Background: an optimization exercise with open tools, aiming at small area and a short achievable clock period. Do not read the settings as production practice.
At most, simulation tests tie the RTL to the original design; equivalence was not proved.
The clock input has no modelled driver; a real chip could not lean on it and would need a root buffer or a full tree.
Power figures rest on the tool's default switching activity, not on a simulated workload.

== sierra ==
==> module host_regs, before the edit <==
module host_regs
(
   input  logic        user_clk_out,
   input  logic        sys_rst_n,
   input  logic        reg_wr_i,
   input  logic        reg_rd_i,
   input  adc_capture_pkg::reg_addr_t   reg_addr_i,
   input  adc_capture_pkg::reg_data_t   reg_wdata_i,
   output adc_capture_pkg::reg_data_t   reg_rdata_o,
   output logic        reg_rvalid_o,
   output logic        ch0_enable_o,
   output logic        ch1_enable_o,
   output adc_capture_pkg::divider_t    ch0_divider_o,
   output adc_capture_pkg::divider_t    ch1_divider_o,
   output logic        ch0_count_clear_o,
   output logic        ch1_count_clear_o,
   output logic        ch0_count_load_o,
   output logic        ch1_count_load_o,
   input  adc_capture_pkg::word_count_t ch0_word_count_i,
   input  adc_capture_pkg::word_count_t ch1_word_count_i,
   input  logic        ch0_overflow_i,
   input  logic        ch1_overflow_i,
   input  logic        ch0_empty_i,
   input  logic        ch1_empty_i,
   input  logic        ch0_full_i,
   input  logic        ch1_full_i,
   output logic        stream_enable_o
);
   adc_capture_pkg::reg_data_t ch0_status;
   adc_capture_pkg::reg_data_t ch1_status;
   adc_capture_pkg::reg_data_t read_mux;
   always_ff @(posedge user_clk_out or negedge sys_rst_n) begin
      if (!sys_rst_n) begin
         ch0_enable_o    <= 1'b0;
         ch1_enable_o    <= 1'b0;
         ch0_divider_o   <= '0;
         ch1_divider_o   <= '0;
         stream_enable_o <= 1'b0;
      end else if (reg_wr_i) begin
         case (reg_addr_i)
            4'h0:    ch0_enable_o    <= reg_wdata_i[0];
            4'h1:     ch0_divider_o   <= adc_capture_pkg::divider_t'(reg_wdata_i);
            4'h4:    ch1_enable_o    <= reg_wdata_i[0];
            4'h5:     ch1_divider_o   <= adc_capture_pkg::divider_t'(reg_wdata_i);
            4'h8: stream_enable_o <= reg_wdata_i[0];
            default: ;   
         endcase
      end
   end
   assign ch0_count_clear_o = reg_wr_i & (reg_addr_i == 4'h0)
                              & reg_wdata_i[1];
   assign ch1_count_clear_o = reg_wr_i & (reg_addr_i == 4'h4)
                              & reg_wdata_i[1];
   assign ch0_count_load_o  = reg_wr_i & (reg_addr_i == 4'h3);
   assign ch1_count_load_o  = reg_wr_i & (reg_addr_i == 4'h7);
   assign ch0_status = {28'b0, ch0_overflow_i, ch0_full_i, ch0_empty_i, ch0_enable_o};
   assign ch1_status = {28'b0, ch1_overflow_i, ch1_full_i, ch1_empty_i, ch1_enable_o};
   adc_capture_pkg::reg_data_t ch0_read, ch1_read;
   always_comb begin
      case (reg_addr_i[1:0])
         2'd0:    ch0_read = {31'b0, ch0_enable_o};
         2'd1:    ch0_read = {16'b0, ch0_divider_o};
         2'd2:    ch0_read = ch0_status;
         default: ch0_read = ch0_word_count_i;
      endcase
      case (reg_addr_i[1:0])
         2'd0:    ch1_read = {31'b0, ch1_enable_o};
         2'd1:    ch1_read = {16'b0, ch1_divider_o};
         2'd2:    ch1_read = ch1_status;
         default: ch1_read = ch1_word_count_i;
      endcase
      if (!reg_addr_i[3])
         read_mux = reg_addr_i[2] ? ch1_read : ch0_read;
      else if (reg_addr_i[2:0] == 3'd0)
         read_mux = {31'b0, stream_enable_o};
      else
         read_mux = '0;    
   end
   always_ff @(posedge user_clk_out or negedge sys_rst_n) begin
      if (!sys_rst_n) begin
         reg_rdata_o  <= '0;
         reg_rvalid_o <= 1'b0;
      end else begin
         reg_rvalid_o <= reg_rd_i;
         if (reg_rd_i) begin
            reg_rdata_o <= read_mux;     
         end
      end
   end
endmodule
==> flow/config.mk <==
export PLATFORM = sky130hd
export DESIGN_NAME = adc_capture_top
export DESIGN_NICKNAME = adc_capture_top
export VERILOG_FILES = /design/flow/design.v
export SDC_FILE = /design/flow/constraint.sdc
export NUM_CORES = 4
export LEC_CHECK = 0
export CAP_MARGIN = 20
export CORE_MARGIN = 2
export CORE_UTILIZATION = 40
export SETUP_SLACK_MARGIN = 3.0
export SLEW_MARGIN = 20
==> flow/constraint.sdc <==
create_clock -name core_clock -period 5.0 [get_ports {user_clk_out}]
set_input_delay 1.0000 -clock core_clock [delete_from_list [all_inputs] [get_ports {user_clk_out}]]
set_output_delay 1.0000 -clock core_clock [all_outputs]
set_load 0.01 [all_outputs]
standard.sh (not shown) runs the stock make flow with config.mk's settings and CLKGATE_MAP_FILE= SYNTH_SCRIPT=/design/flow/synth_recipe.tcl, a recipe that flattens the netlist after the stock synthesis.
==> flow/flow/run.sh <==
#!/bin/bash
# Own layout flow: the standard flow (standard synthesis unchanged), with
# plain buffers on the ports instead of the delay cells buffer_ports picks,
# a clock tree with larger sink clusters and no dummy loads, and the clock
# port driving the tree's first branch buffers directly (post_cts.tcl).
set -euo pipefail
export BUFFER_PORTS_ARGS="-buffer_cell sky130_fd_sc_hd__buf_4"
export CTS_ARGS="-sink_clustering_enable -repair_clock_nets -sink_clustering_size 25 -sink_clustering_max_diameter 100 -dont_use_dummy_load"
export POST_CTS_TCL="$(pwd)/flow/post_cts.tcl"
bash standard.sh finish > standard.log 2>&1
==> flow/flow/post_cts.tcl <==
set root [get_cells -quiet clkbuf_0_user_clk_out]
if {[llength $root] == 1} {
  set loads [get_pins -of_objects [get_nets -of_objects [get_pins clkbuf_0_user_clk_out/X]] -filter "direction == input"]
  puts "root buffer loads: [llength $loads]"
  if {[llength $loads] <= 4} {
    remove_buffers $root
    estimate_parasitics -placement
    repair_timing_helper
    detailed_placement
    check_placement -verbose
  }
}
## Diff of input files: harbor against sierra
diff --git a/flow/design.v b/flow/design.v
--- a/flow/design.v
+++ b/flow/design.v
@@ -207,30 +207,23 @@
                               & reg_wdata_i[1];
    assign ch0_count_load_o  = reg_wr_i & (reg_addr_i == 4'h3);
    assign ch1_count_load_o  = reg_wr_i & (reg_addr_i == 4'h7);
    assign ch0_status = {28'b0, ch0_overflow_i, ch0_full_i, ch0_empty_i, ch0_enable_o};
    assign ch1_status = {28'b0, ch1_overflow_i, ch1_full_i, ch1_empty_i, ch1_enable_o};
-   adc_capture_pkg::reg_data_t ch0_read, ch1_read;
    always_comb begin
-      case (reg_addr_i[1:0])
-         2'd0:    ch0_read = {31'b0, ch0_enable_o};
-         2'd1:    ch0_read = {16'b0, ch0_divider_o};
-         2'd2:    ch0_read = ch0_status;
-         default: ch0_read = ch0_word_count_i;
+      case (reg_addr_i)
+         4'h0:    read_mux = {31'b0, ch0_enable_o};
+         4'h1:     read_mux = {16'b0, ch0_divider_o};
+         4'h2:  read_mux = ch0_status;
+         4'h3:   read_mux = ch0_word_count_i;
+         4'h4:    read_mux = {31'b0, ch1_enable_o};
+         4'h5:     read_mux = {16'b0, ch1_divider_o};
+         4'h6:  read_mux = ch1_status;
+         4'h7:   read_mux = ch1_word_count_i;
+         4'h8: read_mux = {31'b0, stream_enable_o};
+         default:          read_mux = '0;    
       endcase
-      case (reg_addr_i[1:0])
-         2'd0:    ch1_read = {31'b0, ch1_enable_o};
-         2'd1:    ch1_read = {16'b0, ch1_divider_o};
-         2'd2:    ch1_read = ch1_status;
-         default: ch1_read = ch1_word_count_i;
-      endcase
-      if (!reg_addr_i[3])
-         read_mux = reg_addr_i[2] ? ch1_read : ch0_read;
-      else if (reg_addr_i[2:0] == 3'd0)
-         read_mux = {31'b0, stream_enable_o};
-      else
-         read_mux = '0;    
    end
    always_ff @(posedge user_clk_out or negedge sys_rst_n) begin
       if (!sys_rst_n) begin
          reg_rdata_o  <= '0;
          reg_rvalid_o <= 1'b0;
Findings:
Compared with sierra, harbor has extra setup slack. Result: PASS for each of harbor and sierra. Comparing harbor and sierra, combinational cell fraction of total power is higher on sierra. In harbor relative to sierra, leakage power figure had gone down slightly. Between harbor and sierra, the difference in final instance area is negligible. harbor reports its critical-path cell with the highest stage delay as sky130_fd_sc_hd__dfrtp_1 while sierra reports sky130_fd_sc_hd__dfrtp_2. Utilization across harbor and sierra: no real change. sierra → harbor: area taken by multi-input logic gates barely changed, y dimension of the die barely changed, reported net switching power dropped 11%. harbor gives less later-pin clock latency in the skew report than sierra did.
Only the layout flow was run in sierra; the RTL was not checked for function there.

static timing again, ports no longer ideal:
The results above use ideal ports. As a check the final layouts listed here were re-extracted and re-timed, cells and wires unchanged. Step 1 assumes that a clkbuf_16 drives the clock port and a buf_2 every other input. Step 2 moves the port delays by t, midway between the first and last clock arrival at a register: inputs arrive t later, outputs are due t later. That takes back most of the time a late clock gives input paths. Three values: no drivers, after step 1, after step 2; two values: the first two.
run	t (ns)	setup slack, ns	worst hold slack (ns)
sierra	0.590	2.867 / 2.719 / 2.284	0.431 / 0.431 / 0.431
harbor	0.585	2.969 / 2.821 / 2.424	0.402 / 0.289 / 0.405
After both steps setup and hold are still met in every run listed. The setup slack of sierra, which loses most, moves by -0.148 ns with the drivers and by -0.583 ns with both steps.
